From an optimization exercise on the open Yosys and OpenROAD flow, aimed at small area, a short achievable clock period and few clock cycles per item; shortcuts taken in it are not production practice. RTL that was checked went through simulation tests only; none was proved equivalent to the original. Power and IR drop assume default switching activity.

## bitonic_sort_index_sequencer_core
module bitonic_sort_index_sequencer_core
#(
  parameter int unsigned MAX_LOG_SIZE = 16,
  parameter int unsigned MAX_STEP     = 64
) (
  input  logic            clk_i,
  input  logic            rst_ni,
  input  logic            psel,
  input  logic            penable,
  input  logic            pwrite,
  input  logic [2:0]      paddr,
  input  logic [31:0]     pwdata,
  output logic [31:0]     prdata,
  output logic            pready,
  input  logic            in_valid_i,
  output logic            in_stall_o,
  input  logic [bsis_pkg::CHW-1:0]  chunk_index_i,
  output logic            out_valid_o,
  input  logic            out_stall_i,
  output logic [bsis_pkg::IDXW-1:0] element_index_o,
  output logic            past_end_o,
  output logic            last_o
);
  logic [4:0] log_q;
  logic [6:0] step_q;
  logic       sel_q;
  logic       cfg_wr;
  assign cfg_wr = psel && penable && pwrite;
  always_ff @(posedge clk_i or negedge rst_ni) begin
    if (!rst_ni) begin
      log_q  <= 5'd4;
      step_q <= 7'd8;
    end else if (cfg_wr) begin
      if (paddr[2]) step_q <= pwdata[6:0];
      else          log_q  <= pwdata[4:0];
    end
  end
  always_ff @(posedge clk_i) sel_q <= paddr[2];
  assign prdata = sel_q ? {25'd0, step_q} : {27'd0, log_q};
  assign pready = 1'b1;
  logic [4:0] n_eff;
  logic [6:0] s_eff;
  logic [5:0] km1;      
  assign n_eff = (log_q > 5'd16) ? 5'd16 : log_q;
  assign s_eff = (step_q == 7'd0) ? 7'd1 : (step_q > 7'd64) ? 7'd64 : step_q;
  assign km1   = 6'(s_eff - 7'd1);
  logic       valid_q, act_q, pend_q, chk_q, pseek_q, mbusy_q, ev_q;
  logic [2:0] ds_q;
  ...
clock: 8.0 ns
lec_check: 0
abc_clock_period_in_ps: 3000
cap_margin: 20
core_margin: 2
core_utilization: 70
cts_buf_list: sky130_fd_sc_hd__clkbuf_8
cts_cluster_diameter: 100
cts_cluster_size: 30
setup_slack_margin: 4.85
slew_margin: 20
run.sh (not shown) runs the stock make flow with config.mk's settings and CLKGATE_MAP_FILE= SYNTH_SCRIPT=/design/flow/synth_recipe.tcl, a recipe that flattens the netlist after the stock synthesis.
The baseline completed without violations.
Edit:
Settings changed: CORE_UTILIZATION 70 to 80, SETUP_SLACK_MARGIN 4.85 to 5.
This time the run aborted during global routing.
Area after synthesis is unchanged.
Synthesized cell count does not change.
Edit:
Settings changed: ABC_CLOCK_PERIOD_IN_PS 3000 to 2000, CORE_UTILIZATION 80 to 70.
Result:
- The changed run went through all stages and came out clean
- synthesized area is unchanged
- synthesized cell count does not change
Edit:
Settings changed: ABC_CLOCK_PERIOD_IN_PS 2000 to 3000.
The new run finished clean; clock-buffer cell count stays the same; worst setup slack stays the same; final area stays the same; sequential power hardly moves; register-to-register slack barely changes; via count does not change; fmax stays the same; routed wire length does not change.
No run of this note included a check of the RTL's function; only the layout flow was run.

========
Another version of the RTL of bitonic_sort_index_sequencer_core (not shown whole).
For scale: ~1400 cells after synthesis, about 150 flip-flops, ~12000 sq um of cells after synthesis.
==> flow/config.mk <==
export PLATFORM = sky130hd
export DESIGN_NAME = bitonic_sort_index_sequencer_core
export DESIGN_NICKNAME = bitonic_sort_index_sequencer_core
export VERILOG_FILES = /design/flow/design.v
export SDC_FILE = /design/flow/constraint.sdc
export NUM_CORES = 4
export LEC_CHECK = 0
export ABC_CLOCK_PERIOD_IN_PS = 2000
export CAP_MARGIN = 20
export CORE_MARGIN = 2
export CORE_UTILIZATION = 40
export SETUP_SLACK_MARGIN = 5
export SLEW_MARGIN = 20
==> flow/constraint.sdc <==
create_clock -name core_clock -period 8.0 [get_ports {clk_i}]
set_input_delay 1.6000 -clock core_clock [delete_from_list [all_inputs] [get_ports {clk_i}]]
set_output_delay 1.6000 -clock core_clock [all_outputs]
set_load 0.01 [all_outputs]
==> next run, changes <==
CORE_UTILIZATION = 60   (was 40)
CTS_BUF_LIST = sky130_fd_sc_hd__clkbuf_8   (was unset)
CTS_CLUSTER_SIZE = 20   (was unset)
=> The new run went through all stages and came out clean; non-clock buffer count does not change; area after synthesis stays the same; design area fell slightly; worst setup slack gets better by 0.064 ns; clock skew fell by 0.0058 ns; routed wire length came out higher slightly; hold slack gets better by 0.0090 ns; via count came out higher by a few percent; sequential power hardly moves; total power shrinks slightly.
Function was not checked in any run of this note: the RTL went through the layout flow alone.

========
Setup of build 22:
bitonic_sort_index_sequencer_core, a different RTL version from the one above (not shown whole).
For scale: roughly 1400 cells after synthesis, ~12000 um2 of cells after synthesis.
Design bitonic_sort_index_sequencer_core, start of the top module:
module bitonic_sort_index_sequencer_core
#(
  parameter int unsigned MAX_LOG_SIZE = 16,
  parameter int unsigned MAX_STEP     = 64
) (
  input  logic            clk_i,
  input  logic            rst_ni,
  input  logic            psel,
  input  logic            penable,
  input  logic            pwrite,
  input  logic [2:0]      paddr,
  input  logic [31:0]     pwdata,
  output logic [31:0]     prdata,
  output logic            pready,
  input  logic            in_valid_i,
  output logic            in_stall_o,
  input  logic [bsis_pkg::CHW-1:0]  chunk_index_i,
  output logic            out_valid_o,
  input  logic            out_stall_i,
  output logic [bsis_pkg::IDXW-1:0] element_index_o,
  output logic            past_end_o,
  output logic            last_o
);
export LEC_CHECK = 0
export CAP_MARGIN = 20
export CORE_MARGIN = 2
export CORE_UTILIZATION = 65
export CTS_BUF_LIST = sky130_fd_sc_hd__clkbuf_8
export CTS_CLUSTER_DIAMETER = 100
export CTS_CLUSTER_SIZE = 30
export SETUP_SLACK_MARGIN = 5
export SLEW_MARGIN = 20
create_clock -name core_clock -period 8.0 [get_ports {clk_i}]
standard.sh (not shown) runs the stock make flow with config.mk's settings and CLKGATE_MAP_FILE= SYNTH_SCRIPT=/design/flow/synth_recipe.tcl, a recipe that flattens the netlist after the stock synthesis.
==> flow/flow/run.sh <==
#!/bin/bash
# The standard layout (standard synthesis, floorplan, placement, CTS, routing), with one
# change: the ports are buffered with sky130_fd_sc_hd__buf_2 cells instead of the delay buffer
# buffer_ports picks by default. Every input and output port still gets its own buffer.
# The full output of the run goes to flow.log in this folder.
set -euo pipefail
bash standard.sh "BUFFER_PORTS_ARGS=-buffer_cell sky130_fd_sc_hd__buf_2" finish > flow.log 2>&1
Testbench counts of build 22, summed over its fixed seeds: cycles 144,866, items 135,995.
Setup changes, build 22 to build 94
Settings: swapping 65 for 70 in CORE_UTILIZATION; putting ABC_CLOCK_PERIOD_IN_PS at 2000 where nothing was set.
==> flow/run.sh (new file) <==
#!/bin/bash
# synth_recipe.tcl (not shown) runs the flow's synth.tcl, then flattens the netlist and writes it again
# the make line also repeats each setting of config.mk as NAME=value (left out here)
make -C /OpenROAD-flow-scripts/flow DESIGN_CONFIG=/design/flow/config.mk WORK_HOME=/design/flow/orfs CLKGATE_MAP_FILE= SYNTH_SCRIPT=/design/flow/synth_recipe.tcl finish
removed: flow/flow/run.sh
removed: flow/standard.sh
==> comparison <==
Of build 94 and build 22, it is build 94 that has the higher area growth from synthesis to final layout.
Standard cell core area delta (build 94 − build 22): favourable
In the tables for build 22 and build 94, number of placed cells counting well taps reads lower with build 94.
Build 94 vs. build 22: power per cell area closely matched the old numbers, area of the multi-input gates +120 um2.
Build 94 — fraction of power consumed by the clock network 0.4 points lower, build 22 as reference
Build 94 vs build 22: floorplan die height down
Higher remaining max-slew budget at the tightest pin among build 22 and build 94: build 22
Area of the die: build 94 better than build 22
Compared with build 22, build 94 shows per-cell via count in the routed design that has gone up by a few percent.
Diff build 22 and build 94: post-layout instance count excluding filler cells higher in build 94
### build 94 -> build 65
Settings: a deleted ABC_CLOCK_PERIOD_IN_PS that had been 2000.
==> flow/flow/run.sh (new file) <==
#!/bin/bash
# The standard layout (standard synthesis, floorplan, placement, CTS, routing), with two
# changes: the ports are buffered with sky130_fd_sc_hd__buf_2 cells instead of the delay buffer
# buffer_ports picks by default (every input and output port still gets its own buffer), and
# clock tree synthesis adds no dummy loads. The full output of the run goes to flow.log here.
set -euo pipefail
bash standard.sh \
  "BUFFER_PORTS_ARGS=-buffer_cell sky130_fd_sc_hd__buf_2" \
  "CTS_ARGS=-sink_clustering_enable -repair_clock_nets -sink_clustering_size 30 -sink_clustering_max_diameter 100 -buf_list sky130_fd_sc_hd__clkbuf_8 -dont_use_dummy_load" \
  finish > flow.log 2>&1
==> flow/standard.sh (new file) <==
#!/bin/bash
# synth_recipe.tcl (not shown) runs the flow's synth.tcl, then flattens the netlist and writes it again
# the make line also repeats each setting of config.mk as NAME=value (left out here)
make -C /OpenROAD-flow-scripts/flow DESIGN_CONFIG=/design/flow/config.mk WORK_HOME=/design/flow/orfs CLKGATE_MAP_FILE= SYNTH_SCRIPT=/design/flow/synth_recipe.tcl "${@:-finish}"
removed: flow/run.sh
## What came out
Compared with build 94, build 65 shows a higher sequential share of layout area. Comparing global routing usage on met2 for build 65 and build 94, the smaller number came from build 65. Of the two candidates, build 94 has the better worst setup slack and build 65 the worse one. Delta (build 65 minus build 94): met3 demand-to-capacity share in global routing shrank by 4.3 points; average detailed-routed wire length per instance shrank by 1.6 um; placed wire-length estimate after detailed placement grew by 280 um. Against build 94, the final cell area of build 65 is lower. Any difference in complex-gate fraction of the synthesized area between build 94 and build 65 is small enough to ignore. Relative to build 94, the sum of routed wire length over all layers of build 65 is lower by about 9%. Lower logic gate share of total power was reported by build 65, not build 94. The lower total power came out of build 65.

static timing again, ports no longer ideal:
The flow's constraints put no driver on any port. The routed layouts listed below were extracted and timed again, unchanged, in two steps.
Step 1: set_driving_cell puts a clkbuf_16 on clk_i and a buf_2 on each other input, an assumption about the parent block.
Step 2 times the ports against the registers' clock, not the clock port: input delays grow and output delays shrink by t, the midpoint of the rising clock arrivals with the driver on.
Slacks: no drivers / after step 1 / after step 2; pairs: no drivers / after step 1.
run | t, ns | setup slack, ns | hold WS [ns] | clock arrival spread, ns
the first run of note 1 | 0.516 | 4.859 / 4.825 / 4.447 | 0.513 / 0.513 / 0.513 | 0.012 / 0.012
the third run of note 1 | 0.532 | 4.966 / 4.921 / 4.494 | 0.509 / 0.509 / 0.509 | 0.014 / 0.013
the fourth run of note 1 | 0.532 | 4.966 / 4.921 / 4.494 | 0.509 / 0.509 / 0.509 | 0.014 / 0.013
the first run of note 2 | 0.494 | 4.879 / 4.894 / 4.400 | 0.479 / 0.479 / 0.479 | 0.023 / 0.024
the second run of note 2 | 0.512 | 4.943 / 4.958 / 4.445 | 0.488 / 0.488 / 0.488 | 0.020 / 0.019
build 22 | 0.532 | 5.019 / 4.974 / 4.559 | 0.514 / 0.514 / 0.514 | 0.019 / 0.019
build 94 | 0.524 | 4.976 / 4.935 / 4.591 | 0.460 / 0.460 / 0.460 | 0.016 / 0.017
build 65 | 0.504 | 4.902 / 4.902 / 4.509 | 0.524 / 0.524 / 0.524 | 0.036 / 0.035
After both steps setup and hold are still met in every run listed. For the second run of note 2, which loses most, drivers alone change the setup slack by +0.015 ns; drivers and shift together by -0.498 ns.
